What follows belongs to an exercise in optimizing a design on an open flow for small area, a short achievable clock period and few clock cycles per item; a production flow would make more cautious choices.
No run shown here included a check of the RTL's function; only the layout flow was run.
Power is estimated from default activity; no workload was simulated.

$ cat design/flow/config.mk
export PLATFORM = sky130hd
export DESIGN_NAME = fusion_blend_v2
export DESIGN_NICKNAME = fusion_blend_v2
export VERILOG_FILES = /design/flow/design.v
export SDC_FILE = /design/flow/constraint.sdc
export NUM_CORES = 4
export LEC_CHECK = 0
export CAP_MARGIN = 20
export CORE_MARGIN = 2
export CORE_UTILIZATION = 65
export CTS_BUF_LIST = sky130_fd_sc_hd__clkbuf_8
export CTS_CLUSTER_SIZE = 30
export PLACE_DENSITY = 0.72
export SETUP_SLACK_MARGIN = 2.6
export SLEW_MARGIN = 20
$ cat design/flow/design.v
package fusion_pkg;
  typedef enum logic [1:0] {
    MODE_TRUNC    = 2'd0,
    MODE_ROUND    = 2'd1,
    MODE_PASS_NEW = 2'd2,
    MODE_PASS_OLD = 2'd3
  } mode_e;
  function automatic int beats_per_frame(input int image_dim, input int pixels_per_beat);
    beats_per_frame = (image_dim * image_dim) / pixels_per_beat;
  endfunction
  function automatic int cnt_width(input int n);
    cnt_width = (n > 1) ? $clog2(n) : 1;
  endfunction
endpackage
module fusion_lane
(
  input  logic       clk,
  input  logic       en,           
  input  logic       frc_one,      
  input  logic       frc_zero,     
  input  logic       c_half,       
  input  logic       c_pass,       
  input  logic       sel_y,        
  input  logic       sel_x,        
  input  logic       pass2,        
  input  logic [7:0] x_in,
  input  logic [7:0] y_in,
  input  logic [7:0] d_in,
  output logic [7:0] fused
);
  logic [7:0] deff;
  logic [7:0] pp0, pp1, pp2, pp3, pp4, pp5, pp6, pp7;
  logic [15:0] row_a, row_b, sum;
  logic [7:0] blend;
  logic s1, c2, s3, c4, s5, c6, s7, c8, s9, c10, s11, c12, s13, c14, s15, c16, s17, c18, s19, c20, s21, c22, s23, c24, s25, c26, s27, c28, s29, c30, s31, c32, s33, c34, s35, c36, s37, c38, s39, c40, s41, c42, s43, c44, s45, c46, s47, c48, s49, c50, s51, c52, s53, c54, s55, c56, s57, c58, s59, c60, s61, c62, s63, c64, s65, c66, s67, c68, s69, c70, s71, c72, s73, c74, s104, c105, s106, c107, s108, c109, s110, c111, s112, c113, s114, c115;
  logic r75, r76, r77, r78, r79, r80, r81, r82, r83, r84, r85, r86, r87, r88, r89, r90, r91, r92, r93, r94, r95, r96, r97, r98, r99, r100, r101, r102, r103;
  assign deff = d_in;
  assign pp0 = deff[0] ? y_in : x_in;
  assign pp1 = deff[1] ? y_in : x_in;
  assign pp2 = deff[2] ? y_in : x_in;
  assign pp3 = deff[3] ? y_in : x_in;
  assign pp4 = deff[4] ? y_in : x_in;
  assign pp5 = deff[5] ? y_in : x_in;
  assign pp6 = deff[6] ? y_in : x_in;
  assign pp7 = deff[7] ? y_in : x_in;
  logic pass1;
  logic [7:0] v;
  assign pass1 = sel_x | sel_y;
  assign v = sel_x ? x_in : y_in;
  assign s1 = pp0[6] ^ pp1[5];
  assign c2 = pp0[6] & pp1[5];
  assign s3 = (c_half ^ pp0[7]) ^ pp1[6];
  assign c4 = (c_half & pp0[7]) | (pp1[6] & (c_half ^ pp0[7]));
  assign s5 = (pp2[5] ^ pp3[4]) ^ pp4[3];
  assign c6 = (pp2[5] & pp3[4]) | (pp4[3] & (pp2[5] ^ pp3[4]));
  assign s7 = pp5[2] ^ pp6[1];
  assign c8 = pp5[2] & pp6[1];
  assign s9 = (pp1[7] ^ pp2[6]) ^ pp3[5];
  assign c10 = (pp1[7] & pp2[6]) | (pp3[5] & (pp1[7] ^ pp2[6]));
  assign s11 = (pp4[4] ^ pp5[3]) ^ pp6[2];
  assign c12 = (pp4[4] & pp5[3]) | (pp6[2] & (pp4[4] ^ pp5[3]));
  assign s13 = (pp2[7] ^ pp3[6]) ^ pp4[5];
  assign c14 = (pp2[7] & pp3[6]) | (pp4[5] & (pp2[7] ^ pp3[6]));
  assign s15 = pp0[4] ^ pp1[3];
  assign c16 = pp0[4] & pp1[3];
  assign s17 = (pp0[5] ^ pp1[4]) ^ pp2[3];
  assign c18 = (pp0[5] & pp1[4]) | (pp2[3] & (pp0[5] ^ pp1[4]));
  assign s19 = pp3[2] ^ pp4[1];
  assign c20 = pp3[2] & pp4[1];
  assign s21 = (pp2[4] ^ pp3[3]) ^ pp4[2];
  assign c22 = (pp2[4] & pp3[3]) | (pp4[2] & (pp2[4] ^ pp3[3]));
  assign s23 = (pp5[1] ^ pp6[0]) ^ s1;
  assign c24 = (pp5[1] & pp6[0]) | (s1 & (pp5[1] ^ pp6[0]));
  assign s25 = (pp7[0] ^ c2) ^ s7;
  assign c26 = (pp7[0] & c2) | (s7 & (pp7[0] ^ c2));
  assign s27 = s3 ^ s5;
  assign c28 = s3 & s5;
  assign s29 = (pp7[1] ^ c8) ^ c4;
  assign c30 = (pp7[1] & c8) | (c4 & (pp7[1] ^ c8));
  assign s31 = (c6 ^ s9) ^ s11;
  assign c32 = (c6 & s9) | (s11 & (c6 ^ s9));
  assign s33 = (pp5[4] ^ pp6[3]) ^ pp7[2];
  assign c34 = (pp5[4] & pp6[3]) | (pp7[2] & (pp5[4] ^ pp6[3]));
  assign s35 = (c10 ^ c12) ^ s13;
  assign c36 = (c10 & c12) | (s13 & (c10 ^ c12));
  assign s37 = (pp3[7] ^ pp4[6]) ^ pp5[5];
  assign c38 = (pp3[7] & pp4[6]) | (pp5[5] & (pp3[7] ^ pp4[6]));
  assign s39 = (pp6[4] ^ pp7[3]) ^ c14;
  assign c40 = (pp6[4] & pp7[3]) | (c14 & (pp6[4] ^ pp7[3]));
  assign s41 = (pp4[7] ^ pp5[6]) ^ pp6[5];
  assign c42 = (pp4[7] & pp5[6]) | (pp6[5] & (pp4[7] ^ pp5[6]));
  assign s43 = pp0[3] ^ pp1[2];
  assign c44 = pp0[3] & pp1[2];
  assign s45 = (pp2[2] ^ pp3[1]) ^ pp4[0];
  assign c46 = (pp2[2] & pp3[1]) | (pp4[0] & (pp2[2] ^ pp3[1]));
  assign s47 = (pp5[0] ^ c16) ^ s19;
  assign c48 = (pp5[0] & c16) | (s19 & (pp5[0] ^ c16));
  assign s49 = (c20 ^ c18) ^ s21;
  assign c50 = (c20 & c18) | (s21 & (c20 ^ c18));
  assign s51 = (c22 ^ c24) ^ s25;
  assign c52 = (c22 & c24) | (s25 & (c22 ^ c24));
  assign s53 = (c26 ^ c28) ^ s29;
  assign c54 = (c26 & c28) | (s29 & (c26 ^ c28));
  assign s55 = (s33 ^ c30) ^ c32;
  assign c56 = (s33 & c30) | (c32 & (s33 ^ c30));
  assign s57 = (c34 ^ s37) ^ c36;
  assign c58 = (c34 & s37) | (c36 & (c34 ^ s37));
  assign s59 = (pp7[4] ^ c38) ^ s41;
  assign c60 = (pp7[4] & c38) | (s41 & (pp7[4] ^ c38));
  assign s61 = (pp5[7] ^ pp6[6]) ^ pp7[5];
  assign c62 = (pp5[7] & pp6[6]) | (pp7[5] & (pp5[7] ^ pp6[6]));
  assign s63 = (pp0[2] ^ pp1[1]) ^ pp2[0];
  assign c64 = (pp0[2] & pp1[1]) | (pp2[0] & (pp0[2] ^ pp1[1]));
  assign s65 = (pp2[1] ^ pp3[0]) ^ s43;
  assign c66 = (pp2[1] & pp3[0]) | (s43 & (pp2[1] ^ pp3[0]));
  assign s67 = (c44 ^ s15) ^ s45;
  assign c68 = (c44 & s15) | (s45 & (c44 ^ s15));
  assign s69 = (c46 ^ s17) ^ s47;
  assign c70 = (c46 & s17) | (s47 & (c46 ^ s17));
  assign s71 = (c42 ^ s61) ^ c60;
  assign c72 = (c42 & s61) | (c60 & (c42 ^ s61));
  assign s73 = (pp6[7] ^ pp7[6]) ^ c62;
  assign c74 = (pp6[7] & pp7[6]) | (c62 & (pp6[7] ^ pp7[6]));
  logic [4:0] low_sum;
  assign low_sum = {1'b0, c64, s63, pp0[1], pp0[0]} + {1'b0, s65, 1'b0, pp1[0], 1'b0};
  assign s104 = (r79 ^ r80) ^ r81;
  assign c105 = (r79 & r80) | (r81 & (r79 ^ r80));
  assign s106 = (r83 ^ r84) ^ r85;
  assign c107 = (r83 & r84) | (r85 & (r83 ^ r84));
  assign s108 = (r86 ^ r87) ^ r88;
  assign c109 = (r86 & r87) | (r88 & (r86 ^ r87));
  assign s110 = (r89 ^ r90) ^ r91;
  assign c111 = (r89 & r90) | (r91 & (r89 ^ r90));
  assign s112 = (r92 ^ r93) ^ r94;
  assign c113 = (r92 & r93) | (r94 & (r92 ^ r93));
  assign s114 = (r95 ^ r96) ^ r97;
  assign c115 = (r95 & r96) | (r97 & (r95 ^ r96));
  assign row_a = {1'b0, r101, r99, c115, c113, c111, c109, c107, c105, s104, r77, r75, 1'b0, 1'b0, 1'b0, 1'b0};
  assign row_b = {1'b0, r102, r100, r98, s114, s112, s110, s108, s106, r82, r78, r76, 1'b0, 1'b0, 1'b0, 1'b0};
  logic [12:0] sum_hi;
  assign sum_hi = {row_a[15:4], 1'b1} + {row_b[15:4], r103};
  assign sum = {sum_hi[12:1], 4'b0};
  assign blend = sum[15:8];
  always_ff @(posedge clk) begin
    if (en) begin
      r75 <= pass1 ? v[0] : c66;
      r76 <= s67;
      r77 <= pass1 ? v[1] : c68;
      r78 <= s69;
      r79 <= pass1 ? v[2] : c48;
      r80 <= s49;
      r81 <= pass1 ? v[3] : s23;
      r82 <= c70;
      r83 <= c50;
      r84 <= s51;
      r85 <= pass1 ? v[4] : s27;
      r86 <= c52;
      r87 <= s53;
      r88 <= s31;
      r89 <= c54;
      r90 <= s55;
      r91 <= s35;
      r92 <= c56;
      r93 <= s57;
      r94 <= s39;
      r95 <= c58;
      r96 <= s59;
      r97 <= pass1 ? v[5] : c40;
      r98 <= s71;
      r99 <= c72;
      r100 <= s73;
      r101 <= pass1 ? v[6] : pp7[7];
      r102 <= pass1 ? v[7] : c74;
      r103 <= low_sum[4];
    end
  end
  logic [7:0] res;
  assign res = pass2 ? {r102, r101, r97, r85, r81, r79, r77, r75} : blend;
  always_ff @(posedge clk)
    if (en) fused <= res;
endmodule
module fusion_blend_v2
#(
  parameter int PIXELS_PER_BEAT = 16,
  parameter int PIX_W           = 8,
  parameter int WGT_W           = 8,
  parameter int IMAGE_DIM       = 512
) (
  input  logic                             clk,
  input  logic                             rst,
  input  logic [1:0]                       mode,
  input  logic                             in_valid,
  output logic                             in_ready,
  input  logic [PIX_W*PIXELS_PER_BEAT-1:0] old_frame,
  input  logic [PIX_W*PIXELS_PER_BEAT-1:0] new_frame,
  input  logic [WGT_W*PIXELS_PER_BEAT-1:0] weight,
  output logic                             out_valid,
  input  logic                             out_ready,
  output logic [PIX_W*PIXELS_PER_BEAT-1:0] fused_frame,
  output logic                             out_last,
  output logic                             frame_done
);
  localparam int BPF   = fusion_pkg::beats_per_frame(IMAGE_DIM, PIXELS_PER_BEAT);
  localparam int CNT_W = fusion_pkg::cnt_width(BPF);
  localparam logic [CNT_W-1:0] LAST_IDX = CNT_W'(BPF - 1);
  localparam int NST = 2;    
  localparam bit PASSMUX = 1;
  logic             en, acc, out_hs, first_beat, is_last, hold0;
  logic             mode_ok_q, mode_ok_d, first_q, first_d, hold0_q;
  logic [NST-1:0]   v_q, last_q;
  logic             done_q;
  logic [CNT_W-1:0] cnt_q;
  assign en     = !v_q[NST-1] || out_ready;
  assign out_hs = v_q[NST-1] && out_ready;
  assign is_last = (cnt_q == LAST_IDX);
  assign first_beat = first_q;
  assign hold0      = hold0_q;
  assign in_ready   = en && !hold0;
  assign acc        = in_valid && in_ready;
  always_comb begin
    first_d   = first_q;
    mode_ok_d = mode_ok_q;
    if (in_valid && hold0) mode_ok_d = 1'b1;
    if (acc) begin
      first_d = is_last;
      if (first_beat) mode_ok_d = 1'b0;
    end
  end
  always_ff @(posedge clk) begin
    if (rst) begin
      mode_ok_q <= 1'b0;
      first_q   <= 1'b1;
      hold0_q   <= 1'b1;
      cnt_q     <= '0;
      v_q       <= '0;
      done_q    <= 1'b0;
    end else begin
      mode_ok_q <= mode_ok_d;
      first_q   <= first_d;
      hold0_q   <= first_d && !mode_ok_d;
      if (acc) cnt_q <= is_last ? '0 : cnt_q + CNT_W'(1);
      if (en) v_q <= NST'({v_q, in_valid && !hold0});
      done_q <= out_hs && last_q[NST-1];
    end
  end
  always_ff @(posedge clk)
    if (en) last_q <= NST'({last_q, is_last});
  logic p_new, p_old, c_half, c_pass, frc_one, frc_zero, sel_x, sel_y;
  always_ff @(posedge clk) begin
    if (rst) begin
      p_new    <= 1'b0;
      p_old    <= 1'b0;
      c_half   <= 1'b0;
      c_pass   <= 1'b0;
    end else if (in_valid && hold0) begin
      p_new    <= (mode == 2'd2);
      p_old    <= (mode == 2'd3);
      c_half   <= PASSMUX ? (mode == 2'd1) : (mode != 2'd0);
      c_pass   <= !PASSMUX && mode[1];
    end
  end
  assign frc_one  = !PASSMUX && p_new;
  assign frc_zero = !PASSMUX && p_old;
  assign sel_y    = PASSMUX && p_new;
  assign sel_x    = PASSMUX && p_old;
  logic pass2_q;
  always_ff @(posedge clk)
    if (en) pass2_q <= p_new || p_old;
  for (genvar i = 0; i < PIXELS_PER_BEAT; i++) begin : g_lane
    fusion_lane u_lane (
      .clk      (clk),
      .en       (en),
      .frc_one  (frc_one),
      .frc_zero (frc_zero),
      .c_half   (c_half),
      .c_pass   (c_pass),
      .sel_y    (sel_y),
      .sel_x    (sel_x),
      .pass2    (pass2_q),
      .x_in     (old_frame[i*PIX_W +: PIX_W]),
      .y_in     (new_frame[i*PIX_W +: PIX_W]),
      .d_in     (weight[i*WGT_W +: WGT_W]),
      .fused    (fused_frame[i*PIX_W +: PIX_W])
    );
  end
  assign out_valid  = v_q[NST-1];
  assign out_last   = last_q[NST-1];
  assign frame_done = done_q;
endmodule
$ cat design/flow/standard.sh
#!/bin/bash
# synth_recipe.tcl (not shown) runs the flow's synth.tcl, then flattens the netlist and writes it again
# the make line also repeats each setting of config.mk as NAME=value (left out here)
make -C /OpenROAD-flow-scripts/flow DESIGN_CONFIG=/design/flow/config.mk WORK_HOME=/design/flow/orfs CLKGATE_MAP_FILE= SYNTH_SCRIPT=/design/flow/synth_recipe.tcl "${@:-finish}"
$ cat design/flow/constraint.sdc
create_clock -name core_clock -period 5.5 [get_ports {clk}]
set_input_delay 1.1000 -clock core_clock [delete_from_list [all_inputs] [get_ports {clk}]]
set_output_delay 1.1000 -clock core_clock [all_outputs]
set_load 0.01 [all_outputs]
$ cat design/flow/flow/run.sh
#!/bin/bash
# Own layout flow: the standard layout (standard.sh, unchanged synthesis and steps), with
# the port buffers that global placement inserts made plain buffers instead of the default
# delay-buffer cell. Every input and output port still gets its own buffer.
set -euo pipefail
export BUFFER_PORTS_ARGS="-buffer_cell sky130_fd_sc_hd__buf_2"
bash standard.sh > standard.log 2>&1
==> results of run 1 <==
-- cell type report --
cell class / count / area [sq um]
repair inverters: 1 / 5.00
multi-input cells: 3093 / 34400
flip-flops and latches: 618 / 18300
well taps: 1144 / 1430
repair buffers: 547 / 2880
fillers: 6145 / 23600
clock inverters: 87 / 696
clock buffers: 113 / 1560
inverters: 546 / 2050
diodes: 46 / 115
-- layout by cell type (no fill, tap or decap), types with 9 or more instances in the layout --
| cell type | count |
|---|---|
| sky130_fd_sc_hd__xor2_1 | 42 |
| sky130_fd_sc_hd__a21oi_1 | 87 |
| sky130_fd_sc_hd__dfxtp_1 | 21 |
| sky130_fd_sc_hd__inv_2 | 40 |
| sky130_fd_sc_hd__nor3_1 | 30 |
| sky130_fd_sc_hd__clkinv_2 | 11 |
| sky130_fd_sc_hd__o21a_1 | 44 |
| sky130_fd_sc_hd__a22oi_1 | 9 |
| sky130_fd_sc_hd__a2111o_1 | 10 |
| sky130_fd_sc_hd__fa_1 | 573 |
| sky130_fd_sc_hd__o21ai_1 | 11 |
| sky130_fd_sc_hd__buf_4 | 20 |
| sky130_fd_sc_hd__bufinv_16 | 12 |
| sky130_fd_sc_hd__o21bai_1 | 22 |
| sky130_fd_sc_hd__o21ai_0 | 230 |
| sky130_fd_sc_hd__and4b_1 | 9 |
| sky130_fd_sc_hd__fa_2 | 19 |
| sky130_fd_sc_hd__nand3b_1 | 10 |
| sky130_fd_sc_hd__a41o_1 | 16 |
| sky130_fd_sc_hd__nand3_1 | 23 |
| sky130_fd_sc_hd__mux2_4 | 64 |
| sky130_fd_sc_hd__ha_1 | 272 |
| sky130_fd_sc_hd__diode_2 | 46 |
| sky130_fd_sc_hd__inv_1 | 532 |
| sky130_fd_sc_hd__clkinv_1 | 28 |
| sky130_fd_sc_hd__a211oi_1 | 13 |
| sky130_fd_sc_hd__clkbuf_8 | 113 |
| sky130_fd_sc_hd__o31ai_1 | 15 |
| sky130_fd_sc_hd__edfxtp_1 | 595 |
| sky130_fd_sc_hd__nor2b_1 | 13 |
| sky130_fd_sc_hd__nor3b_1 | 12 |
| sky130_fd_sc_hd__buf_2 | 521 |
| sky130_fd_sc_hd__xnor2_1 | 41 |
| sky130_fd_sc_hd__nor2_1 | 84 |
| sky130_fd_sc_hd__ha_4 | 15 |
| sky130_fd_sc_hd__a21o_1 | 9 |
| sky130_fd_sc_hd__nand2b_1 | 16 |
| sky130_fd_sc_hd__mux2_2 | 525 |
| sky130_fd_sc_hd__mux2i_1 | 540 |
| sky130_fd_sc_hd__nand2_1 | 234 |
-- worst max-delay path by stage --
stage / startpoint / end / slack, ns / cells after the start
after floorplan: out_ready / hold0_q / -6.19 / 8
after CTS: g_lane[9].u_lane.r79 / g_lane[9].u_lane.fused[3] / 2.55 / 10
final: g_lane[7].u_lane.r81 / g_lane[7].u_lane.fused[7] / 2.60 / 10
after global routing: g_lane[7].u_lane.r81 / g_lane[7].u_lane.fused[7] / 2.48 / 10
after detailed placement: out_ready / hold0_q / 2.04 / 8
after global placement: out_ready / g_lane[12].u_lane.fused[1] / 2.09 / 5
-- repair_timing --
| item | CTS | global route |
|---|---|---|
| gates cloned | 0 | 1 |
| setup buffers | 5 | 7 |
| endpoints found under the setup margin | 15 | 37 |
| resized for setup | 16 | 44 |
| pin swaps | 19 | 12 |
-- critical path: cells and delay by family (launching register included) --
family / cells / cell delay, ns
buffers and inverters: 2 / 0.10
DFF: 1 / 0.36
AOI/OAI and AO/OA: 6 / 1.41
adders and majority gates: 2 / 0.75
-- per-stage QoR --
stage	hold WS, ns	util	std cells	cell area [sq um]
floorplan	0.400	-	4654	57100
global placement	0.426	0.692	5936	58800
detailed placement	0.406	0.692	5936	58800
CTS	0.438	0.719	6141	61100
global route	0.455	0.722	6178	61400
finish	0.433	0.723	6195	61400
-- cells by family after synthesis --
group           synth area share
compound gates            0.0608
xor+xnor                  0.0131
fa+ha+maj                  0.278
buf+inv                   0.0638
flops                      0.330
mux                        0.217
simple gates              0.0379
-- routing by layer --
metal | track usage | vias up | wire length (microns)
li1 | - | 16700 | -
met1 | 0.417 | 18100 | 56700
met2 | 0.473 | 992 | 62300
met3 | 0.0644 | 242 | 8590
met4 | 0.107 | 44 | 3920
met5 | 0 | - | 277
-- power by group --
| group | switching [W] | internal (W) | leakage (nW) |
|---|---|---|---|
| Clock | 0.00200 | 0.00247 | 1.24 |
| Sequential | 0.000904 | 0.00798 | 6.54 |
| Combinational | 0.00830 | 0.00678 | 19.0 |
| Total | 0.0112 | 0.0172 | 26.7 |
==> summary.txt, run 1 <==
period utilization 0.527; total setup violations reported at the end of the flow 0; setup repair after global routing missed its margin yes; data required time of the critical path 5.95 ns; worst stage delay on the critical path 0.55 ns; clock buffers created by TritonCTS 110; classification of the worst-slack hold path reg -> reg; vias in the first global route 37100; DR pass1 iterations 5; post-route minimum period 2.90 ns; Final Power 0.0284 W; depth of the worst hold-timing path 0; FFs w/ async S/R, synth 0; clock root buffer master sky130_fd_sc_hd__clkbuf_8; post-detail-place hpwl 96400 microns; crit path max fanout 3; Die Span Y 296 microns; CTS Hold Bufs 0; number of top-level pins 522; H-tree levels 3; max FFs per register 128; Worst path most repeated cell sky130_fd_sc_hd__inv_2; Pwr Density 463 nW/um^2; final clock skew 0.0374 ns; number of flops mapped to enable cells by yosys 595; CTS tree yes; static leakage 26.7 nW; start point of the worst hold path last_q[0]; clock insertion delay at the later pin of the skew report 0.75 ns; Global Route Usage Sum 0.301; pin count of the biggest net entering global routing 179; Syn-to-layout area delta 10.5%; critical path's slowest cell sky130_fd_sc_hd__fa_1; part of the Yosys area used for sequential elements 0.330; wire length of the first global-routing pass 205000 microns; cell row count 107; setup slack after layout 2.60 ns; average routed wire per standard cell 21.3 microns; top cells by count, synth sky130_fd_sc_hd__edfxtp_1 (595), sky130_fd_sc_hd__fa_1 (592), sky130_fd_sc_hd__mux2_2 (589), sky130_fd_sc_hd__inv_1 (546), sky130_fd_sc_hd__mux2i_1 (540); CP startpoint kind flop; dominant cell by count in the synthesized netlist sky130_fd_sc_hd__edfxtp_1; Die X-Extent 296 microns; proportion of netlist area held by the largest area contributor 0.321; final weighted congestion in routability-driven placement 0.895; total number of clock tree sinks 618; IR drop worst, VDD 0.368 mV; Mapped Cells 4654; run status finished clean; final hold violations 0; worst hold endpoint last_q[1]; clock transition at the register clock pins on the worst setup and hold paths after CTS 0.06 ns; residual DRC count 0; final layout net count 6188; Ys Warns 2; critical path type reg -> reg; Core ar. 85000 sq um; CP Cell Sequence inv_2 -> fa_1 -> inv_2 -> ha_4 -> o21a_1 -> a2111oi_4 -> o21ai_2 -> a2111o_1 -> a311oi_1 -> a21oi_1; main area contributors after synthesis sky130_fd_sc_hd__edfxtp_1 (32%), sky130_fd_sc_hd__fa_1 (21%), sky130_fd_sc_hd__mux2_2 (12%), sky130_fd_sc_hd__mux2i_1 (9.7%), sky130_fd_sc_hd__ha_1 (6.5%); internal reg-to-reg setup slack 2.60 ns; max cap viols 0; total detailed-routing wirelength 132000 microns; endpoint of the worst-slack reg-to-reg timing path g_lane[7].u_lane.fused[7]; post-DR vias/cell 5.83; type of destination of the critical path flop; Vias 36100; effective utilization at floorplan 0.654; pre-CTS setup slack 2.04 ns; count of different cell masters after synthesis 56; transition at the pin with the smallest max-transition slack 1.20 ns; cell type with the highest aggregate area in the netlist sky130_fd_sc_hd__edfxtp_1; worst path arrival time 3.35 ns; most used flip-flop cell after synthesis sky130_fd_sc_hd__edfxtp_1; Achievable Freq 345 MHz; synthesized cell area 55600 sq um; total of flip-flops plus latches after synthesis 618; number of input and output port buffers inserted 521; Reg2Reg Launch Point g_lane[7].u_lane.r81; Synth Net Count 5925; average cell area after synthesis 11.9 sq um; DRT iter0 DRCs 2266; initial antenna violation count 55; proportion of layout cells with a drive suffix above 1 0.280; post-route setup TNS 0 ns; worst reg-to-reg path cell count 10; Post-DRT Antenna Nets 0; area enclosed by the die boundary 87900 sq um; Largest Register g_lane.u_lane.fused; Pins Over Slew Limit 0; clock tree buffer depth 3; worst max-slew margin expressed relative to the limit 0.202; GRT overflow 0
==> inputs of run 2 (changes only) <==
--- a/design/flow/design.v
+++ b/design/flow/design.v
@@ -34,4 +34,4 @@
   logic [7:0] blend;
-  logic s1, c2, s3, c4, s5, c6, s7, c8, s9, c10, s11, c12, s13, c14, s15, c16, s17, c18, s19, c20, s21, c22, s23, c24, s25, c26, s27, c28, s29, c30, s31, c32, s33, c34, s35, c36, s37, c38, s39, c40, s41, c42, s43, c44, s45, c46, s47, c48, s49, c50, s51, c52, s53, c54, s55, c56, s57, c58, s59, c60, s61, c62, s63, c64, s65, c66, s67, c68, s69, c70, s71, c72, s73, c74, s104, c105, s106, c107, s108, c109, s110, c111, s112, c113, s114, c115;
-  logic r75, r76, r77, r78, r79, r80, r81, r82, r83, r84, r85, r86, r87, r88, r89, r90, r91, r92, r93, r94, r95, r96, r97, r98, r99, r100, r101, r102, r103;
+  logic s1, c2, s3, c4, s5, c6, s7, c8, s9, c10, s11, c12, s13, c14, s15, c16, s17, c18, s19, c20, s21, c22, s23, c24, s25, c26, s27, c28, s29, c30, s31, c32, s33, c34, s35, c36, s37, c38, s39, c40, s41, c42, s43, c44, s45, c46, s47, c48, s49, c50, s51, c52, s53, c54, s55, c56, s57, c58, s59, c60, s61, c62, s63, c64, s65, c66, s67, c68, s69, c70, s71, c72, s73, c74, s75, c76, s101, c102, s103, c104, s105, c106, s107, c108, s109, c110;
+  logic r77, r78, r79, r80, r81, r82, r83, r84, r85, r86, r87, r88, r89, r90, r91, r92, r93, r94, r95, r96, r97, r98, r99, r100;
   assign deff = d_in;
@@ -119,25 +119,25 @@
   assign c70 = (c46 & s17) | (s47 & (c46 ^ s17));
-  assign s71 = (c42 ^ s61) ^ c60;
-  assign c72 = (c42 & s61) | (c60 & (c42 ^ s61));
-  assign s73 = (pp6[7] ^ pp7[6]) ^ c62;
-  assign c74 = (pp6[7] & pp7[6]) | (c62 & (pp6[7] ^ pp7[6]));
-  logic [4:0] low_sum;
-  assign low_sum = {1'b0, c64, s63, pp0[1], pp0[0]} + {1'b0, s65, 1'b0, pp1[0], 1'b0};
-  assign s104 = (r79 ^ r80) ^ r81;
-  assign c105 = (r79 & r80) | (r81 & (r79 ^ r80));
-  assign s106 = (r83 ^ r84) ^ r85;
-  assign c107 = (r83 & r84) | (r85 & (r83 ^ r84));
-  assign s108 = (r86 ^ r87) ^ r88;
-  assign c109 = (r86 & r87) | (r88 & (r86 ^ r87));
-  assign s110 = (r89 ^ r90) ^ r91;
-  assign c111 = (r89 & r90) | (r91 & (r89 ^ r90));
-  assign s112 = (r92 ^ r93) ^ r94;
-  assign c113 = (r92 & r93) | (r94 & (r92 ^ r93));
-  assign s114 = (r95 ^ r96) ^ r97;
-  assign c115 = (r95 & r96) | (r97 & (r95 ^ r96));
-  assign row_a = {1'b0, r101, r99, c115, c113, c111, c109, c107, c105, s104, r77, r75, 1'b0, 1'b0, 1'b0, 1'b0};
-  assign row_b = {1'b0, r102, r100, r98, s114, s112, s110, s108, s106, r82, r78, r76, 1'b0, 1'b0, 1'b0, 1'b0};
-  logic [12:0] sum_hi;
-  assign sum_hi = {row_a[15:4], 1'b1} + {row_b[15:4], r103};
-  assign sum = {sum_hi[12:1], 4'b0};
+  assign s71 = (c48 ^ s23) ^ s49;
+  assign c72 = (c48 & s23) | (s49 & (c48 ^ s23));
+  assign s73 = (c42 ^ s61) ^ c60;
+  assign c74 = (c42 & s61) | (c60 & (c42 ^ s61));
+  assign s75 = (pp6[7] ^ pp7[6]) ^ c62;
+  assign c76 = (pp6[7] & pp7[6]) | (c62 & (pp6[7] ^ pp7[6]));
+  logic [6:0] low_sum;
+  assign low_sum = {1'b0, c68, c66, c64, s63, pp0[1], pp0[0]} + {1'b0, s69, s67, s65, 1'b0, pp1[0], 1'b0};
+  assign s101 = (r79 ^ r80) ^ r81;
+  assign c102 = (r79 & r80) | (r81 & (r79 ^ r80));
+  assign s103 = (r83 ^ r84) ^ r85;
+  assign c104 = (r83 & r84) | (r85 & (r83 ^ r84));
+  assign s105 = (r86 ^ r87) ^ r88;
+  assign c106 = (r86 & r87) | (r88 & (r86 ^ r87));
+  assign s107 = (r89 ^ r90) ^ r91;
+  assign c108 = (r89 & r90) | (r91 & (r89 ^ r90));
+  assign s109 = (r92 ^ r93) ^ r94;
+  assign c110 = (r92 & r93) | (r94 & (r92 ^ r93));
+  assign row_a = {1'b0, r98, r96, c110, c108, c106, c104, c102, s101, r77, 1'b0, 1'b0, 1'b0, 1'b0, 1'b0, 1'b0};
+  assign row_b = {1'b0, r99, r97, r95, s109, s107, s105, s103, r82, r78, 1'b0, 1'b0, 1'b0, 1'b0, 1'b0, 1'b0};
+  logic [10:0] sum_hi;
+  assign sum_hi = {row_a[15:6], 1'b1} + {row_b[15:6], r100};
+  assign sum = {sum_hi[10:1], 6'b0};
   assign blend = sum[15:8];
@@ -145,31 +145,26 @@
     if (en) begin
-      r75 <= pass1 ? v[0] : c66;
-      r76 <= s67;
-      r77 <= pass1 ? v[1] : c68;
-      r78 <= s69;
-      r79 <= pass1 ? v[2] : c48;
-      r80 <= s49;
-      r81 <= pass1 ? v[3] : s23;
-      r82 <= c70;
-      r83 <= c50;
-      r84 <= s51;
-      r85 <= pass1 ? v[4] : s27;
-      r86 <= c52;
-      r87 <= s53;
-      r88 <= s31;
-      r89 <= c54;
-      r90 <= s55;
-      r91 <= s35;
-      r92 <= c56;
-      r93 <= s57;
-      r94 <= s39;
-      r95 <= c58;
-      r96 <= s59;
-      r97 <= pass1 ? v[5] : c40;
-      r98 <= s71;
-      r99 <= c72;
-      r100 <= s73;
-      r101 <= pass1 ? v[6] : pp7[7];
-      r102 <= pass1 ? v[7] : c74;
-      r103 <= low_sum[4];
+      r77 <= c70;
+      r78 <= s71;
+      r79 <= pass1 ? v[0] : c50;
+      r80 <= s51;
+      r81 <= pass1 ? v[1] : s27;
+      r82 <= c72;
+      r83 <= c52;
+      r84 <= s53;
+      r85 <= pass1 ? v[2] : s31;
+      r86 <= c54;
+      r87 <= s55;
+      r88 <= s35;
+      r89 <= c56;
+      r90 <= s57;
+      r91 <= pass1 ? v[3] : s39;
+      r92 <= c58;
+      r93 <= s59;
+      r94 <= pass1 ? v[4] : c40;
+      r95 <= s73;
+      r96 <= c74;
+      r97 <= pass1 ? v[5] : s75;
+      r98 <= pass1 ? v[6] : pp7[7];
+      r99 <= pass1 ? v[7] : c76;
+      r100 <= low_sum[6];
     end
@@ -177,3 +172,3 @@
   logic [7:0] res;
-  assign res = pass2 ? {r102, r101, r97, r85, r81, r79, r77, r75} : blend;
+  assign res = pass2 ? {r99, r98, r97, r94, r91, r85, r81, r79} : blend;
   always_ff @(posedge clk)
==> design/flow/config.mk (replaced) <==
export PLATFORM = sky130hd
export DESIGN_NAME = fusion_blend_v2
export DESIGN_NICKNAME = fusion_blend_v2
export VERILOG_FILES = /design/flow/design.v
export SDC_FILE = /design/flow/constraint.sdc
export NUM_CORES = 4
export LEC_CHECK = 0
export CAP_MARGIN = 5
export CORE_MARGIN = 2
export CORE_UTILIZATION = 70
export CTS_BUF_LIST = sky130_fd_sc_hd__clkbuf_8
export CTS_CLUSTER_SIZE = 30
export PLACE_DENSITY = 0.76
export SETUP_SLACK_MARGIN = 2.7
export SLEW_MARGIN = 5
==> summary.txt, run 2 <==
part of the Yosys area used for sequential elements 0.290; Ys Warns 2; classification of the worst-slack hold path reg -> reg; proportion of layout cells with a drive suffix above 1 0.234; clock tree buffer depth 3; main area contributors after synthesis sky130_fd_sc_hd__edfxtp_1 (28%), sky130_fd_sc_hd__fa_1 (22%), sky130_fd_sc_hd__mux2i_1 (12%), sky130_fd_sc_hd__mux2_2 (9.2%), sky130_fd_sc_hd__ha_1 (6.6%); total setup violations reported at the end of the flow 0; Post-DRT Antenna Nets 0; pre-CTS setup slack 1.82 ns; start point of the worst hold path last_q[0]; total number of clock tree sinks 538; Synth Net Count 6244; switching component of the power 0.0117 W; Critical path buffers and inverters 1; Die Span Y 284 microns; final layout net count 6443; most used flip-flop cell after synthesis sky130_fd_sc_hd__edfxtp_1; Worst path most repeated cell sky130_fd_sc_hd__fa_1; total of flip-flops plus latches after synthesis 538; internal cell power 0.0159 W; Achievable Freq 354 MHz; share of power burned in combinational logic 0.580; period utilization 0.514; critical path type in -> reg; number of top-level pins 522; dominant cell by count in the synthesized netlist sky130_fd_sc_hd__mux2i_1; transition at the pin with the smallest max-transition slack 1.15 ns; initial antenna violation count 21; Adder-Cell Fraction of Synth Area 0.281; pin count of the biggest net entering global routing 161; post-DR vias/cell 6.04; synthesized cell area 55000 sq um; mux share of post-synthesis cell area 0.217; data required time of the critical path 5.94 ns; worst hold slack 0.422 ns; count of different cell masters after synthesis 61; Reg power frac 0.289; top cell family by delay on the critical path adder cells; setup slack after layout 2.67 ns; Pins Over Slew Limit 0; cell row count 102; Largest Register g_lane.u_lane.fused; area enclosed by the die boundary 80800 sq um; most common cell after layout, fill and taps aside sky130_fd_sc_hd__inv_1; final hold violations 0; cell type with the highest aggregate area in the netlist sky130_fd_sc_hd__edfxtp_1; max cap viols 0; wire length of the first global-routing pass 209000 microns; part of the total power dissipated in the clock network 0.130; largest family of logic cells by synthesized area adder cells; CP startpoint kind primary input; Reg2Reg Launch Point c_half; fraction of power spent switching nets 0.424; proportion of netlist area held by the largest area contributor 0.281; post-detail-place hpwl 97800 microns; type of destination of the critical path flop; setup repair after global routing missed its margin yes; clock buffers created by TritonCTS 94; compound-gate portion of the synthesized area 0.0708; Mapped Cells 4973; endpoint of the worst-slack reg-to-reg timing path g_lane[1].u_lane.r84; Pwr Density 453 nW/um^2; depth of the worst hold-timing path 0; internal reg-to-reg setup slack 2.77 ns; top cells by count, synth sky130_fd_sc_hd__mux2i_1 (683), sky130_fd_sc_hd__inv_1 (679), sky130_fd_sc_hd__fa_1 (592), sky130_fd_sc_hd__edfxtp_1 (515), sky130_fd_sc_hd__mux2_2 (451); critical path depth in cells 8; crit path max fanout 8; Die X-Extent 284 microns; average cell area after synthesis 11.1 sq um; DRT iter0 DRCs 2415; IR drop worst, VDD 0.296 mV; critical path's slowest cell sky130_fd_sc_hd__fa_1; clock transition at the register clock pins on the worst setup and hold paths after CTS 0.06 ns; clock root buffer master sky130_fd_sc_hd__clkbuf_8; number of input and output port buffers inserted 521; Vias 38000; FFs w/ async S/R, synth 0; run status finished clean; GRT overflow 0; worst hold endpoint last_q[1]; CTS tree yes; fraction of synthesized cell area in xor and xnor cells 0.00764; worst reg-to-reg path cell count 6; clock insertion delay at the later pin of the skew report 0.70 ns; Syn-to-layout area delta 10.5%; number of flops mapped to enable cells by yosys 515; Global Route Usage Sum 0.322; worst path arrival time 3.26 ns; worst max-slew margin expressed relative to the limit 0.231; vias in the first global route 40000; H-tree levels 3; most used cells in the layout excluding fill and tap cells sky130_fd_sc_hd__inv_1 (694), sky130_fd_sc_hd__mux2i_1 (661), sky130_fd_sc_hd__fa_1 (586), sky130_fd_sc_hd__edfxtp_1 (515), sky130_fd_sc_hd__buf_2 (387); DR pass1 iterations 5; Core ar. 77600 sq um; total detailed-routing wirelength 128000 microns; average routed wire per standard cell 20.3 microns; max FFs per register 128; final clock skew 0.0347 ns; static leakage 27.9 nW; CP Cell Sequence buf_2 -> mux2_2 -> fa_1 -> fa_1 -> ha_1 -> o21a_1 -> o21ai_1 -> nand2b_1; residual DRC count 0; effective utilization at floorplan 0.709; post-route minimum period 2.83 ns; worst stage delay on the critical path 0.55 ns; final weighted congestion in routability-driven placement 0.930; simple-gate share of the synthesized area 0.0568
-- run 2: final cells by class --
type / count / area, sq um
multi-input combinational: 3318 / 35600
fill: 5185 / 16800
sequential: 538 / 15900
timing repair buffer: 539 / 3550
inverter: 681 / 2560
clock buffer: 95 / 1310
tap: 1040 / 1300
clock inverter: 79 / 508
antenna: 8 / 20.0
-- run 2: stage by stage --
step / total power [W] / utilization / cells / setup TNS (ns) / instance area [sq um]
global placement: 0.0232 / 0.749 / 6115 / 0 / 58100
floorplan: 0.0196 / - / 4973 / -2050.07 / 57100
global route: 0.0301 / 0.783 / 6296 / 0 / 60800
CTS: 0.0275 / 0.774 / 6290 / 0 / 60100
finish: 0.0275 / 0.784 / 6298 / 0 / 60800
detailed placement: 0.0238 / 0.749 / 6115 / 0 / 58100
-- run 2: how the worst max path moves through the flow --
| stage | endpoint | from | slack [ns] |
|---|---|---|---|
| after floorplan | g_lane[0].u_lane.fused[0] | out_ready | -3.98 |
| final | g_lane[0].u_lane.r100 | weight[2] | 2.67 |
| after global routing | g_lane[15].u_lane.r100 | old_frame[122] | 2.64 |
| after global placement | g_lane[3].u_lane.r100 | out_ready | 1.89 |
| after CTS | g_lane[8].u_lane.r100 | weight[65] | 2.70 |
| after detailed placement | g_lane[3].u_lane.r100 | out_ready | 1.82 |
-- run 2: worst register-to-register path, cell delays in order, from the launching register on --
cell	delay, ns
sky130_fd_sc_hd__dfxtp_1	0.35
sky130_fd_sc_hd__inv_2	0.03
sky130_fd_sc_hd__buf_4	0.35
sky130_fd_sc_hd__fa_1	0.63
sky130_fd_sc_hd__fa_1	0.56
sky130_fd_sc_hd__inv_1	0.06
sky130_fd_sc_hd__fa_1	0.49
-- run 2: logic make-up after synthesis --
family	after synthesis
compound gates	618
flops	538
simple gates	637
mux	1134
fa+ha+maj	881
buf+inv	1117
xor+xnor	48
-- run 2: power by group through the flow --
| stage | Clock, W | Sequential [W] | Combinational [W] |
|---|---|---|---|
| after floorplan | 0 | 0.00805 | 0.0115 |
| after global placement | 0 | 0.00800 | 0.0152 |
| after detailed placement | 0 | 0.00806 | 0.0157 |
| after CTS | 0.00368 | 0.00798 | 0.0159 |
| after global routing | 0.00385 | 0.00814 | 0.0181 |
| final | 0.00359 | 0.00796 | 0.0160 |
-- run 2: what timing repair did --
action / in CTS / in global routing
setup buffers: 1 / 0
hold buffers: 0 / 0
cloned: 0 / 0
setup endpoints to repair: 353 / 30
gates resized for setup: 59 / 253
pin swaps: 0 / 8
-- run 2: per-layer routing --
| layer | share of wire | track usage |
|---|---|---|
| met1 | 0.41 | 0.426 |
| met2 | 0.48 | 0.530 |
| met3 | 0.073 | 0.0683 |
| met4 | 0.032 | 0.109 |
| met5 | 0.0012 | 0 |
==> inputs of run 3 (changes only) <==
--- a/design/flow/design.v
+++ b/design/flow/design.v
@@ -34,4 +34,4 @@
   logic [7:0] blend;
-  logic s1, c2, s3, c4, s5, c6, s7, c8, s9, c10, s11, c12, s13, c14, s15, c16, s17, c18, s19, c20, s21, c22, s23, c24, s25, c26, s27, c28, s29, c30, s31, c32, s33, c34, s35, c36, s37, c38, s39, c40, s41, c42, s43, c44, s45, c46, s47, c48, s49, c50, s51, c52, s53, c54, s55, c56, s57, c58, s59, c60, s61, c62, s63, c64, s65, c66, s67, c68, s69, c70, s71, c72, s73, c74, s75, c76, s101, c102, s103, c104, s105, c106, s107, c108, s109, c110;
-  logic r77, r78, r79, r80, r81, r82, r83, r84, r85, r86, r87, r88, r89, r90, r91, r92, r93, r94, r95, r96, r97, r98, r99, r100;
+  logic s1, c2, s3, c4, s5, c6, s7, c8, s9, c10, s11, c12, s13, c14, s15, c16, s17, c18, s19, c20, s21, c22, s23, c24, s25, c26, s27, c28, s29, c30, s31, c32, s33, c34, s35, c36, s37, c38, s39, c40, s41, c42, s43, c44, s45, c46, s47, c48, s49, c50, s51, c52, s53, c54, s55, c56, s57, c58, s59, c60, s61, c62, s63, c64, s65, c66, s67, c68, s69, c70, s71, c72, s73, c74, s75, c76, s103, c104, s105, c106, s107, c108, s109, c110, s111, c112;
+  logic r77, r78, r79, r80, r81, r82, r83, r84, r85, r86, r87, r88, r89, r90, r91, r92, r93, r94, r95, r96, r97, r98, r99, r100, r101, r102;
   assign deff = d_in;
@@ -125,19 +125,19 @@
   assign c76 = (pp6[7] & pp7[6]) | (c62 & (pp6[7] ^ pp7[6]));
-  logic [6:0] low_sum;
-  assign low_sum = {1'b0, c68, c66, c64, s63, pp0[1], pp0[0]} + {1'b0, s69, s67, s65, 1'b0, pp1[0], 1'b0};
-  assign s101 = (r79 ^ r80) ^ r81;
-  assign c102 = (r79 & r80) | (r81 & (r79 ^ r80));
-  assign s103 = (r83 ^ r84) ^ r85;
-  assign c104 = (r83 & r84) | (r85 & (r83 ^ r84));
-  assign s105 = (r86 ^ r87) ^ r88;
-  assign c106 = (r86 & r87) | (r88 & (r86 ^ r87));
-  assign s107 = (r89 ^ r90) ^ r91;
-  assign c108 = (r89 & r90) | (r91 & (r89 ^ r90));
-  assign s109 = (r92 ^ r93) ^ r94;
-  assign c110 = (r92 & r93) | (r94 & (r92 ^ r93));
-  assign row_a = {1'b0, r98, r96, c110, c108, c106, c104, c102, s101, r77, 1'b0, 1'b0, 1'b0, 1'b0, 1'b0, 1'b0};
-  assign row_b = {1'b0, r99, r97, r95, s109, s107, s105, s103, r82, r78, 1'b0, 1'b0, 1'b0, 1'b0, 1'b0, 1'b0};
-  logic [10:0] sum_hi;
-  assign sum_hi = {row_a[15:6], 1'b1} + {row_b[15:6], r100};
-  assign sum = {sum_hi[10:1], 6'b0};
+  logic [5:0] low_sum;
+  assign low_sum = {1'b0, c66, c64, s63, pp0[1], pp0[0]} + {1'b0, s67, s65, 1'b0, pp1[0], 1'b0};
+  assign s103 = (r81 ^ r82) ^ r83;
+  assign c104 = (r81 & r82) | (r83 & (r81 ^ r82));
+  assign s105 = (r85 ^ r86) ^ r87;
+  assign c106 = (r85 & r86) | (r87 & (r85 ^ r86));
+  assign s107 = (r88 ^ r89) ^ r90;
+  assign c108 = (r88 & r89) | (r90 & (r88 ^ r89));
+  assign s109 = (r91 ^ r92) ^ r93;
+  assign c110 = (r91 & r92) | (r93 & (r91 ^ r92));
+  assign s111 = (r94 ^ r95) ^ r96;
+  assign c112 = (r94 & r95) | (r96 & (r94 ^ r95));
+  assign row_a = {1'b0, r100, r98, c112, c110, c108, c106, c104, s103, r79, r77, 1'b0, 1'b0, 1'b0, 1'b0, 1'b0};
+  assign row_b = {1'b0, r101, r99, r97, s111, s109, s107, s105, r84, r80, r78, 1'b0, 1'b0, 1'b0, 1'b0, 1'b0};
+  logic [11:0] sum_hi;
+  assign sum_hi = {row_a[15:5], 1'b1} + {row_b[15:5], r102};
+  assign sum = {sum_hi[11:1], 5'b0};
   assign blend = sum[15:8];
@@ -145,26 +145,28 @@
     if (en) begin
-      r77 <= c70;
-      r78 <= s71;
-      r79 <= pass1 ? v[0] : c50;
-      r80 <= s51;
-      r81 <= pass1 ? v[1] : s27;
-      r82 <= c72;
-      r83 <= c52;
-      r84 <= s53;
-      r85 <= pass1 ? v[2] : s31;
-      r86 <= c54;
-      r87 <= s55;
-      r88 <= s35;
-      r89 <= c56;
-      r90 <= s57;
-      r91 <= pass1 ? v[3] : s39;
-      r92 <= c58;
-      r93 <= s59;
-      r94 <= pass1 ? v[4] : c40;
-      r95 <= s73;
-      r96 <= c74;
-      r97 <= pass1 ? v[5] : s75;
-      r98 <= pass1 ? v[6] : pp7[7];
-      r99 <= pass1 ? v[7] : c76;
-      r100 <= low_sum[6];
+      r77 <= pass1 ? v[0] : c68;
+      r78 <= s69;
+      r79 <= c70;
+      r80 <= s71;
+      r81 <= pass1 ? v[1] : c50;
+      r82 <= s51;
+      r83 <= pass1 ? v[2] : s27;
+      r84 <= c72;
+      r85 <= c52;
+      r86 <= s53;
+      r87 <= s31;
+      r88 <= c54;
+      r89 <= s55;
+      r90 <= s35;
+      r91 <= c56;
+      r92 <= s57;
+      r93 <= pass1 ? v[3] : s39;
+      r94 <= c58;
+      r95 <= s59;
+      r96 <= pass1 ? v[4] : c40;
+      r97 <= s73;
+      r98 <= c74;
+      r99 <= pass1 ? v[5] : s75;
+      r100 <= pass1 ? v[6] : pp7[7];
+      r101 <= pass1 ? v[7] : c76;
+      r102 <= low_sum[5];
     end
@@ -172,3 +174,3 @@
   logic [7:0] res;
-  assign res = pass2 ? {r99, r98, r97, r94, r91, r85, r81, r79} : blend;
+  assign res = pass2 ? {r101, r100, r99, r96, r93, r83, r81, r77} : blend;
   always_ff @(posedge clk)
==> summary.txt, run 3 <==
pre-CTS setup slack 1.80 ns; share of power burned in combinational logic 0.569; Pins Over Slew Limit 0; internal reg-to-reg setup slack 2.71 ns; Core ar. 78700 sq um; IR drop worst, VDD 0.267 mV; non-filler cells in the finished layout 6304; Post-DRT Antenna Nets 0; Largest Register g_lane.u_lane.fused; vias in the first global route 38700; Achievable Freq 358 MHz; fraction of power spent switching nets 0.421; total setup violations reported at the end of the flow 0; run status finished clean; average routed wire per standard cell 20.8 microns; CP Cell Sequence fa_1 -> ha_1 -> a21o_1 -> or3_1 -> nor3_1 -> nor3b_1 -> o41a_1; detailed-routing wirelength on met1 52700 microns; final clock skew 0.0442 ns; wire length of the first global-routing pass 207000 microns; transition at the pin with the smallest max-transition slack 1.05 ns; worst max-slew margin expressed relative to the limit 0.301; part of the Yosys area used for sequential elements 0.304; Synth Net Count 6167; residual DRC count 0; Pwr Density 468 nW/um^2; setup slack after layout 2.71 ns; Vias 38000; Reg power frac 0.297; critical path type reg -> reg; total detailed-routing wirelength 131000 microns; clock insertion delay at the later pin of the skew report 0.71 ns; pin count of the biggest net entering global routing 192; area enclosed by the die boundary 81500 sq um; FFs w/ async S/R, synth 0; Ys Warns 2; final weighted congestion in routability-driven placement 0.922; CTS tree yes; clock root buffer master sky130_fd_sc_hd__clkbuf_8; worst path arrival time 3.23 ns; Global Route Usage Sum 0.320; number of input and output port buffers inserted 521; critical path's slowest cell sky130_fd_sc_hd__fa_1; period utilization 0.507; effective utilization at floorplan 0.704; dominant cell by count in the synthesized netlist sky130_fd_sc_hd__mux2i_1; Mapped Cells 4896; proportion of netlist area held by the largest area contributor 0.296; number of placed instances, taps included 6057; internal cell power 0.0164 W; classification of the worst-slack hold path reg -> reg; part of the total power dissipated in the clock network 0.134; H-tree levels 3; met2 WL post-DR 63700 microns; total number of clock tree sinks 570; data required time of the critical path 5.94 ns; clock buffers created by TritonCTS 96; GRT overflow 0; most common cell after layout, fill and taps aside sky130_fd_sc_hd__mux2i_1; number of top-level pins 522; cell row count 103; CTS Hold Bufs 0; top cells by count, synth sky130_fd_sc_hd__mux2i_1 (648), sky130_fd_sc_hd__fa_1 (592), sky130_fd_sc_hd__inv_1 (587), sky130_fd_sc_hd__edfxtp_1 (547), sky130_fd_sc_hd__mux2_2 (481); Final Power 0.0283 W; average cell area after synthesis 11.3 sq um; proportion of layout cells with a drive suffix above 1 0.244; most used cells in the layout excluding fill and tap cells sky130_fd_sc_hd__mux2i_1 (622), sky130_fd_sc_hd__inv_1 (591), sky130_fd_sc_hd__fa_1 (579), sky130_fd_sc_hd__edfxtp_1 (547), sky130_fd_sc_hd__buf_2 (518); post-detail-place hpwl 96900 microns; crit path max fanout 6; Die X-Extent 285 microns; post-DR vias/cell 6.02; worst stage delay on the critical path 0.49 ns; clock transition at the register clock pins on the worst setup and hold paths after CTS 0.06 ns; top layer used by detailed routing met5; type of destination of the critical path flop; Die Span Y 285 microns; Detail Route met3 WL 9500 microns; static leakage 26.9 nW; setup repair after global routing missed its margin yes; total of flip-flops plus latches after synthesis 570; final hold violations 0; DRT iter0 DRCs 2405; number of flops mapped to enable cells by yosys 547; main area contributors after synthesis sky130_fd_sc_hd__edfxtp_1 (30%), sky130_fd_sc_hd__fa_1 (21%), sky130_fd_sc_hd__mux2i_1 (12%), sky130_fd_sc_hd__mux2_2 (9.8%), sky130_fd_sc_hd__ha_1 (6.5%); most used flip-flop cell after synthesis sky130_fd_sc_hd__edfxtp_1; synthesized cell area 55500 sq um; max cap viols 0; final layout net count 6380; post-route setup TNS 0 ns; initial antenna violation count 83; clock tree buffer depth 3; DR pass1 iterations 15; cell type with the highest aggregate area in the netlist sky130_fd_sc_hd__edfxtp_1; count of different cell masters after synthesis 73; Syn-to-layout area delta 9.22%; switching component of the power 0.0119 W; post-route minimum period 2.79 ns; CP startpoint kind flop; max FFs per register 128
[run 3: power groups by stage]
stage | sequential [W] | combinational [W] | clock [W]
global placement | 0.00845 | 0.0152 | 0
global route | 0.00859 | 0.0181 | 0.00405
floorplan | 0.00844 | 0.0116 | 0
detailed placement | 0.00851 | 0.0158 | 0
CTS | 0.00844 | 0.0159 | 0.00386
finish | 0.00842 | 0.0161 | 0.00379
[run 3: cell families (layout without fill, tap and decap cells)]
family	after synthesis	after routing	synth area share
buffers and inverters	1008	1303	0.0690
muxes	1129	1129	0.215
adders and majority gates	881	881	0.279
other	0	63	0
xor gates and xnor gates	47	47	0.00742
AOI/OAI and AO/OA	612	612	0.0690
and+or+nand+nor	649	649	0.0566
DFF	570	570	0.304
[run 3: critical path, delay by kind of cell (launching register included)]
family,cells,cell delay (ns)
simple gates,3,0.68
compound gates,2,0.54
fa+ha+maj,2,0.89
flops,1,0.41
[run 3: cell type report]
class,count,area [sq um]
diodes,63,158
clock buffers,96,1320
clock inverters,84,569
fillers,5313,18200
inverters,588,2230
multi-input cells,3318,35300
flip-flops and latches,570,16900
well taps,1050,1310
repair buffers,535,2820
[run 3: worst paths after layout]
check | cells after the start | to | start
min reg2reg | 0 | last_q[1] | last_q[0]
max | 7 | g_lane[14].u_lane.fused[7] | g_lane[14].u_lane.r93
min | 0 | last_q[1] | last_q[0]
max reg2reg | 7 | g_lane[14].u_lane.fused[7] | g_lane[14].u_lane.r93
[run 3: what timing repair did]
action                     4_1_cts  5_1_grt
buffers inserted                 2        0
resized for setup                4       16
gates cloned                     1        1
pin swaps                        0        0
setup endpoints to repair       62       76
[run 3: per-layer routing]
layer,vias up,global-route usage
met5,-,0
met3,296,0.0701
met2,1190,0.522
met4,42,0.144
met1,18900,0.415
li1,17500,-
[run 3: stage by stage]
step / util / cell area [sq um] / hold WS [ns]
floorplan: - / 57300 / 0.400
global placement: 0.741 / 58400 / 0.405
detailed placement: 0.741 / 58400 / 0.412
CTS: 0.766 / 60300 / 0.425
global route: 0.769 / 60500 / 0.437
finish: 0.769 / 60600 / 0.425

## afterwards: timing with drivers on the ports
No port has a modelled driver above. Below, the same layouts with a new extraction and two added sets of constraints. Step 1 assumes that a clkbuf_16 drives the clock port and a buf_2 every other input. Step 2 times the ports against the registers' clock, not the clock port: input delays grow and output delays shrink by t, the midpoint of the rising clock arrivals with the driver on. Slacks: ideal / step 1 / step 2; pairs: ideal / step 1.
| run | shift t [ns] | setup WS [ns] | worst slew at a driven data input, ns |
|---|---|---|---|
| run 1 | 0.800 | 2.603 / 2.603 / 2.105 | 0.15 |
| run 2 | 0.754 | 2.674 / 2.622 / 1.867 | 0.18 |
| run 3 | 0.752 | 2.709 / 2.693 / 1.942 | 0.14 |
After both steps setup and hold are still met in every run listed. The setup slack of run 2, which loses most, moves by -0.052 ns with the drivers and by -0.807 ns with both steps.
